Source: an optimization exercise on an open RTL-to-GDS flow (aim: small area, a short achievable clock period and few clock cycles per item). Production flows keep margins and buffers that such runs may drop.
In this exercise RTL edits were held to simulation tests only and were not proved equivalent to the original.
The clock input has no modelled driver; a real chip could not lean on it and would need a root buffer or a full tree.
Power and IR drop assume default switching activity.

## job 4583
## desCore
module desCore (
   input logic clk,
   input logic rstN,
   input logic req,
   output logic ack,
   input logic decrypt,
   input logic [desCtrlPkg::BlockW-1:0] block,
   input logic [desCtrlPkg::KeyW-1:0] key,
   output logic [desCtrlPkg::BlockW-1:0] result
);
For scale: ~1400 cells after synthesis, ~130 flip-flops, about 9200 sq um of cells after synthesis.
export LEC_CHECK = 0
export ABC_AREA = 1
export CAP_MARGIN = 20
export CORE_MARGIN = 2
export CORE_UTILIZATION = 40
export SLEW_MARGIN = 20
create_clock -name core_clock -period 10.0 [get_ports {clk}]
standard.sh (not shown) runs the stock make flow with config.mk's settings and CLKGATE_MAP_FILE= SYNTH_SCRIPT=/design/flow/synth_recipe.tcl, a recipe that flattens the netlist after the stock synthesis.
==> flow/flow/run.sh <==
#!/bin/bash
# ORFS layout through the standard.sh, with these changes:
#  - synthesis runs flow/synth.tcl (the standard flow's script with the ABC script of
#    flow/logic.abc, no adder extraction, no quick abc pass);
#  - plain buffers on the ports instead of the default delay-cell buffers;
#  - the make variables in flow/make_args (repair targets).
# Each tool's output goes to a log file in this folder.
set -euo pipefail
here=$(pwd)
export MY_ABC_SCRIPT=$here/flow/logic.abc
export BUFFER_PORTS_ARGS="-buffer_cell sky130_fd_sc_hd__buf_2"
sed "s#SYNTH_SCRIPT=[^ ]*#SYNTH_SCRIPT=$here/flow/synth.tcl#" standard.sh > my_standard.sh
bash my_standard.sh $(cat flow/make_args) finish > standard.log 2>&1
==> flow/flow/logic.abc <==
strash
dc2
dch -f
amap
topo
stime -c
==> flow/flow/make_args <==
SETUP_SLACK_MARGIN=7.8
==> flow/flow/synth.tcl <==
# The standard flow's synthesis (synth_recipe.tcl) with three changes: Yosys's quick
# abc pass inside synth is skipped, half/full adders are not extracted (so
# the final ABC run sees all the logic), and ABC runs the script named in
# MY_ABC_SCRIPT instead of ORFS's area script.
proc synth {args} { yosys synth -nofsm -noshare -noabc {*}$args }
proc extract_fa {args} { }
proc abc {args} {
  set i [lsearch -exact $args -script]
  if {$i >= 0} { lset args [expr {$i + 1}] $::env(MY_ABC_SCRIPT) }
  yosys abc {*}$args
}
source $::env(SCRIPTS_DIR)/synth.tcl
# left out here: clear keep_hierarchy, flatten, clean up, hide names made inside functions, write 1_2_yosys.v
Job 4583: no failed stages, no open violations at the end
Testbench counts of job 4583, summed over its fixed seeds: cycles 7,680, items 384.
Relative to job 4583, the following input files were edited for job 9148:
==> flow/flow/make_args <==
SETUP_SLACK_MARGIN=7
Notes after the runs:
Summary of job 9148 over job 4583: overall routed net length went down 9.3 mm; total number of vias went down 13%; number of top-level pins held; met3 layer usage reported by global route went down 2.7 points; clock network power share went up 8.5 points. Taking job 9148 as 1.0, job 4583 lands at 1.4 on final design area excluding fillers. Row setup slack after layout: job 9148 lower / job 4583 higher. Job 4583 ended up with result[58] as its endpoint of the most critical setup path; job 9148 ended up with result[60].

========
== try-xenon ==
desCore, a different RTL version from the one above (not shown whole).
Size: about 1400 cells after synthesis, ~130 flip-flops, roughly 200 I/O pins.
// desCore
module desCore (
   input logic clk,
   input logic rstN,
   input logic req,
   output logic ack,
   input logic decrypt,
   input logic [desCtrlPkg::BlockW-1:0] block,
   input logic [desCtrlPkg::KeyW-1:0] key,
   output logic [desCtrlPkg::BlockW-1:0] result
);
==> flow/config.mk <==
export PLATFORM = sky130hd
export DESIGN_NAME = desCore
export DESIGN_NICKNAME = desCore
export VERILOG_FILES = /design/flow/design.v
export SDC_FILE = /design/flow/constraint.sdc
export NUM_CORES = 4
export LEC_CHECK = 0
export ABC_AREA = 1
export CAP_MARGIN = 20
export CORE_MARGIN = 2
export CORE_UTILIZATION = 60
export SLEW_MARGIN = 20
==> flow/constraint.sdc <==
create_clock -name core_clock -period 10.0 [get_ports {clk}]
set_input_delay 2.0000 -clock core_clock [delete_from_list [all_inputs] [get_ports {clk}]]
set_output_delay 2.0000 -clock core_clock [all_outputs]
set_load 0.01 [all_outputs]
==> flow/flow/run.sh <==
#!/bin/bash
# ORFS layout through the standard.sh, with these changes:
#  - synthesis runs flow/synth.tcl (the standard flow's script with the ABC script of
#    flow/logic.abc, no adder extraction, no quick abc pass);
#  - plain buffers on the ports instead of the default delay-cell buffers;
#  - the make variables in flow/make_args (repair targets);
#  - a two-level balanced clock tree (flow/tree_cts.tcl, run as the PRE_CTS hook) in
#    place of TritonCTS's H-tree.
# Each tool's output goes to a log file in this folder.
set -euo pipefail
here=$(pwd)
export MY_ABC_SCRIPT=$here/flow/logic.abc
export PRE_CTS_TCL=$here/flow/tree_cts.tcl
export BUFFER_PORTS_ARGS="-buffer_cell sky130_fd_sc_hd__buf_1"
sed "s#SYNTH_SCRIPT=[^ ]*#SYNTH_SCRIPT=$here/flow/synth.tcl#" standard.sh > my_standard.sh
bash my_standard.sh $(cat flow/make_args) finish > standard.log 2>&1
==> flow/flow/make_args <==
SETUP_SLACK_MARGIN=7
==> flow/flow/tree_cts.tcl <==
set block [ord::get_db_block]
set db [ord::get_db]
set root_master [$db findMaster sky130_fd_sc_hd__clkbuf_4]
set leaf_master [$db findMaster sky130_fd_sc_hd__clkbuf_8]
set clk_net [$block findNet clk]
set sinks {}
foreach it [$clk_net getITerms] {
  set bb [[$it getInst] getBBox]
  lappend sinks [list $it [expr {([$bb xMin] + [$bb xMax]) / 2}] [expr {([$bb yMin] + [$bb yMax]) / 2}]]
}
puts "tree_cts: [llength $sinks] clock sinks"

proc bisect {items depth axis} {
  if {$depth == 0} { return [list $items] }
  set sorted [lsort -integer -index $axis $items]
  set h [expr {[llength $sorted] / 2}]
  set next [expr {$axis == 1 ? 2 : 1}]
  return [concat [bisect [lrange $sorted 0 [expr {$h - 1}]] [expr {$depth - 1}] $next] \
                 [bisect [lrange $sorted $h end] [expr {$depth - 1}] $next]]
}

proc centre {pts} {
  set sx 0; set sy 0
  foreach p $pts { incr sx [lindex $p 1]; incr sy [lindex $p 2] }
  return [list [expr {$sx / [llength $pts]}] [expr {$sy / [llength $pts]}]]
}

proc add_buf {block master name in_net x y} {
  set net [odb::dbNet_create $block ${name}_net]
  $net setSigType CLOCK
  set buf [odb::dbInst_create $block $master $name]
  [$buf findITerm A] connect $in_net
  [$buf findITerm X] connect $net
  $buf setLocation $x $y
  $buf setPlacementStatus PLACED
  return $net
}

set leaves [bisect $sinks 3 1]
for {set r 0} {$r < 4} {incr r} {
  set ga [lindex $leaves [expr {2 * $r}]]
  set gb [lindex $leaves [expr {2 * $r + 1}]]
  lassign [centre [concat $ga $gb]] rx ry
  set root_net [add_buf $block $root_master clkbuf_root_$r $clk_net $rx $ry]
  foreach g [list $ga $gb] k {0 1} {
    lassign [centre $g] lx ly
    set leaf_net [add_buf $block $leaf_master clkbuf_leaf_${r}_$k $root_net $lx $ly]
    foreach s $g {
      set it [lindex $s 0]
      $it disconnect
      $it connect $leaf_net
    }
    puts "tree_cts: leaf ${r}_$k drives [llength $g] sinks"
  }
}
$clk_net setSigType CLOCK
global_connect
rename clock_tree_synthesis ""
proc clock_tree_synthesis {args} {
  puts "tree_cts: clock_tree_synthesis skipped (tree built in the PRE_CTS hook)"
  set_propagated_clock [all_clocks]
}
Scripts as last shown in full above: flow/flow/logic.abc, flow/flow/synth.tcl
Testbench counts of try-xenon, summed over its fixed seeds: cycles 7,680, items 384.
What try-raven does differently from try-xenon at the input level:
==> flow/flow/make_args <==
SETUP_SLACK_MARGIN=7.15
--- outcome ---
| first-pass iteration count of the detailed router | higher: try-raven |
Diff try-xenon -> try-raven | final worst-path cycle share | decrease of 1.2 points
try-raven vs. try-xenon: sequential share of layout area went down by 0.55 points.
try-raven vs. try-xenon: global-route usage rose by 3.3 points, register-to-register slack grew by 60 ps, worst setup margin rose 120 ps.
try-xenon has higher worst slack after detailed placement than try-raven.
From try-xenon to try-raven the numbers moved as follows: HPWL reported at the end of detailed placement shrank by about 0.8%, filler-free cell count of the finished design has increased.
Here is what was changed in the inputs of try-cedar compared with try-raven.
==> flow/flow/make_args <==
SETUP_SLACK_MARGIN=7
-- flow/flow/tree_cts.tcl --
<<< try-raven, line 4
set leaf_master [$db findMaster sky130_fd_sc_hd__clkbuf_8]
>>> try-cedar, line 4
set leaf_master [$db findMaster sky130_fd_sc_hd__clkbuf_16]
Results
- Via count on try-cedar is ahead of try-raven.
- Compared with try-raven, try-cedar shows a post-synthesis to final-layout area growth that is 7.9 points lower.
- Diff try-cedar..try-raven | clock latency reported for the late side of the worst-skew pair | negligible
- Share of power burned in the clock network: try-cedar and try-raven compared, higher one is try-cedar
In every run of this note, the design's own scripts or RTL, not TritonCTS, make the clock network.

========
desCore, a different RTL version from the one above (not shown whole).
Size in the first run: ~1000 cells after synthesis, about 130 flip-flops, roughly 200 I/O pins, ~8300 um2 of cells after synthesis.
## desCore
module desCore (
   input logic clk,
   input logic rstN,
   input logic req,
   output logic ack,
   input logic decrypt,
   input logic [desCtrlPkg::BlockW-1:0] block,
   input logic [desCtrlPkg::KeyW-1:0] key,
   output logic [desCtrlPkg::BlockW-1:0] result
);
clock: 10.0 ns
lec_check: 0
abc_area: 1
cap_margin: 20
core_margin: 2
core_utilization: 50
slew_margin: 20
==> flow/flow/logic.abc <==
strash
&get -n
&dc2
&dc2
&dch -f
&nf -a -R 1000 -F 8 -A 8 -C 32
&put
==> flow/flow/make_args <==
SETUP_SLACK_MARGIN=7
==> flow/flow/tree_cts.tcl <==
set block [ord::get_db_block]
set db [ord::get_db]
set root_master [$db findMaster sky130_fd_sc_hd__clkbuf_4]
set leaf_master [$db findMaster sky130_fd_sc_hd__clkbuf_8]
set clk_net [$block findNet clk]
set sinks {}
foreach it [$clk_net getITerms] {
  set bb [[$it getInst] getBBox]
  lappend sinks [list $it [expr {([$bb xMin] + [$bb xMax]) / 2}] [expr {([$bb yMin] + [$bb yMax]) / 2}]]
}
puts "tree_cts: [llength $sinks] clock sinks"

proc bisect {items depth axis} {
  if {$depth == 0} { return [list $items] }
  set sorted [lsort -integer -index $axis $items]
  set h [expr {[llength $sorted] / 2}]
  set next [expr {$axis == 1 ? 2 : 1}]
  return [concat [bisect [lrange $sorted 0 [expr {$h - 1}]] [expr {$depth - 1}] $next] \
                 [bisect [lrange $sorted $h end] [expr {$depth - 1}] $next]]
}

proc centre {pts} {
  set sx 0; set sy 0
  foreach p $pts { incr sx [lindex $p 1]; incr sy [lindex $p 2] }
  return [list [expr {$sx / [llength $pts]}] [expr {$sy / [llength $pts]}]]
}

proc add_buf {block master name in_net x y} {
  set net [odb::dbNet_create $block ${name}_net]
  $net setSigType CLOCK
  set buf [odb::dbInst_create $block $master $name]
  [$buf findITerm A] connect $in_net
  [$buf findITerm X] connect $net
  $buf setLocation $x $y
  $buf setPlacementStatus PLACED
  return $net
}

set leaves [bisect $sinks 3 1]
for {set r 0} {$r < 4} {incr r} {
  set ga [lindex $leaves [expr {2 * $r}]]
  set gb [lindex $leaves [expr {2 * $r + 1}]]
  lassign [centre [concat $ga $gb]] rx ry
  set root_net [add_buf $block $root_master clkbuf_root_$r $clk_net $rx $ry]
  foreach g [list $ga $gb] k {0 1} {
    lassign [centre $g] lx ly
    set leaf_net [add_buf $block $leaf_master clkbuf_leaf_${r}_$k $root_net $lx $ly]
    foreach s $g {
      set it [lindex $s 0]
      $it disconnect
      $it connect $leaf_net
    }
    puts "tree_cts: leaf ${r}_$k drives [llength $g] sinks"
  }
}
$clk_net setSigType CLOCK
global_connect
rename clock_tree_synthesis ""
proc clock_tree_synthesis {args} {
  puts "tree_cts: clock_tree_synthesis skipped (tree built in the PRE_CTS hook)"
  set_propagated_clock [all_clocks]
}
Scripts as last shown in full above: flow/flow/run.sh, flow/flow/synth.tcl
Testbench counts at the start, summed over its fixed seeds: cycles 7,680, items 384.
Change:
==> flow/flow/make_args (replaced) <==
SETUP_SLACK_MARGIN=6.9
- CORE_UTILIZATION: 50 -> 60
After rerunning: First-iteration DRC count is higher by 1.2%; combinational power hardly moves; cell count goes down by 2.8%; die area went down by 16%; synthesized cell count does not change; hold slack improves by 0.012 ns; sequential power went down by 2.7%.
Change:
==> flow/flow/make_args (replaced) <==
SETUP_SLACK_MARGIN=7
First-iteration DRC count drops by about 3.5%.
Die area is unchanged.
Power climbs by about 0.6%.
No run of this note takes its clock network from TritonCTS; it comes from the design's own scripts or RTL.

[re-timing with driven ports]
The results above use ideal ports. As a check the final layouts listed here were re-extracted and re-timed, cells and wires unchanged. Step 1 (the two cells are an assumption about what drives the block):
set clk [get_ports {clk}]
set_driving_cell -lib_cell sky130_fd_sc_hd__clkbuf_16 $clk
set_driving_cell -lib_cell sky130_fd_sc_hd__buf_2 [delete_from_list [all_inputs] $clk]
Step 2 moves the port delays by t, midway between the first and last clock arrival at a register: inputs arrive t later, outputs are due t later. That takes back most of the time a late clock gives input paths. Slacks: ideal ports / drivers / drivers and shift; pairs: ideal ports / drivers.
run	t (ns)	setup WS [ns]	pins driven straight from the clock port
job 4583	0.480	7.075 / 7.025 / 6.822	1
job 9148	0.472	6.994 / 6.948 / 6.574	1
try-xenon	0.385	7.015 / 6.941 / 6.694	4
try-raven	0.398	7.131 / 7.053 / 6.796	4
try-cedar	0.388	6.989 / 6.916 / 6.668	4
the first run of note 3	0.387	7.042 / 6.969 / 6.774	4
the second run of note 3	0.378	6.883 / 6.811 / 6.661	4
the third run of note 3	0.380	7.001 / 6.928 / 6.685	4
After both steps setup and hold are still met in every run listed. For job 9148, which loses most, drivers alone change the setup slack by -0.046 ns; drivers and shift together by -0.420 ns.
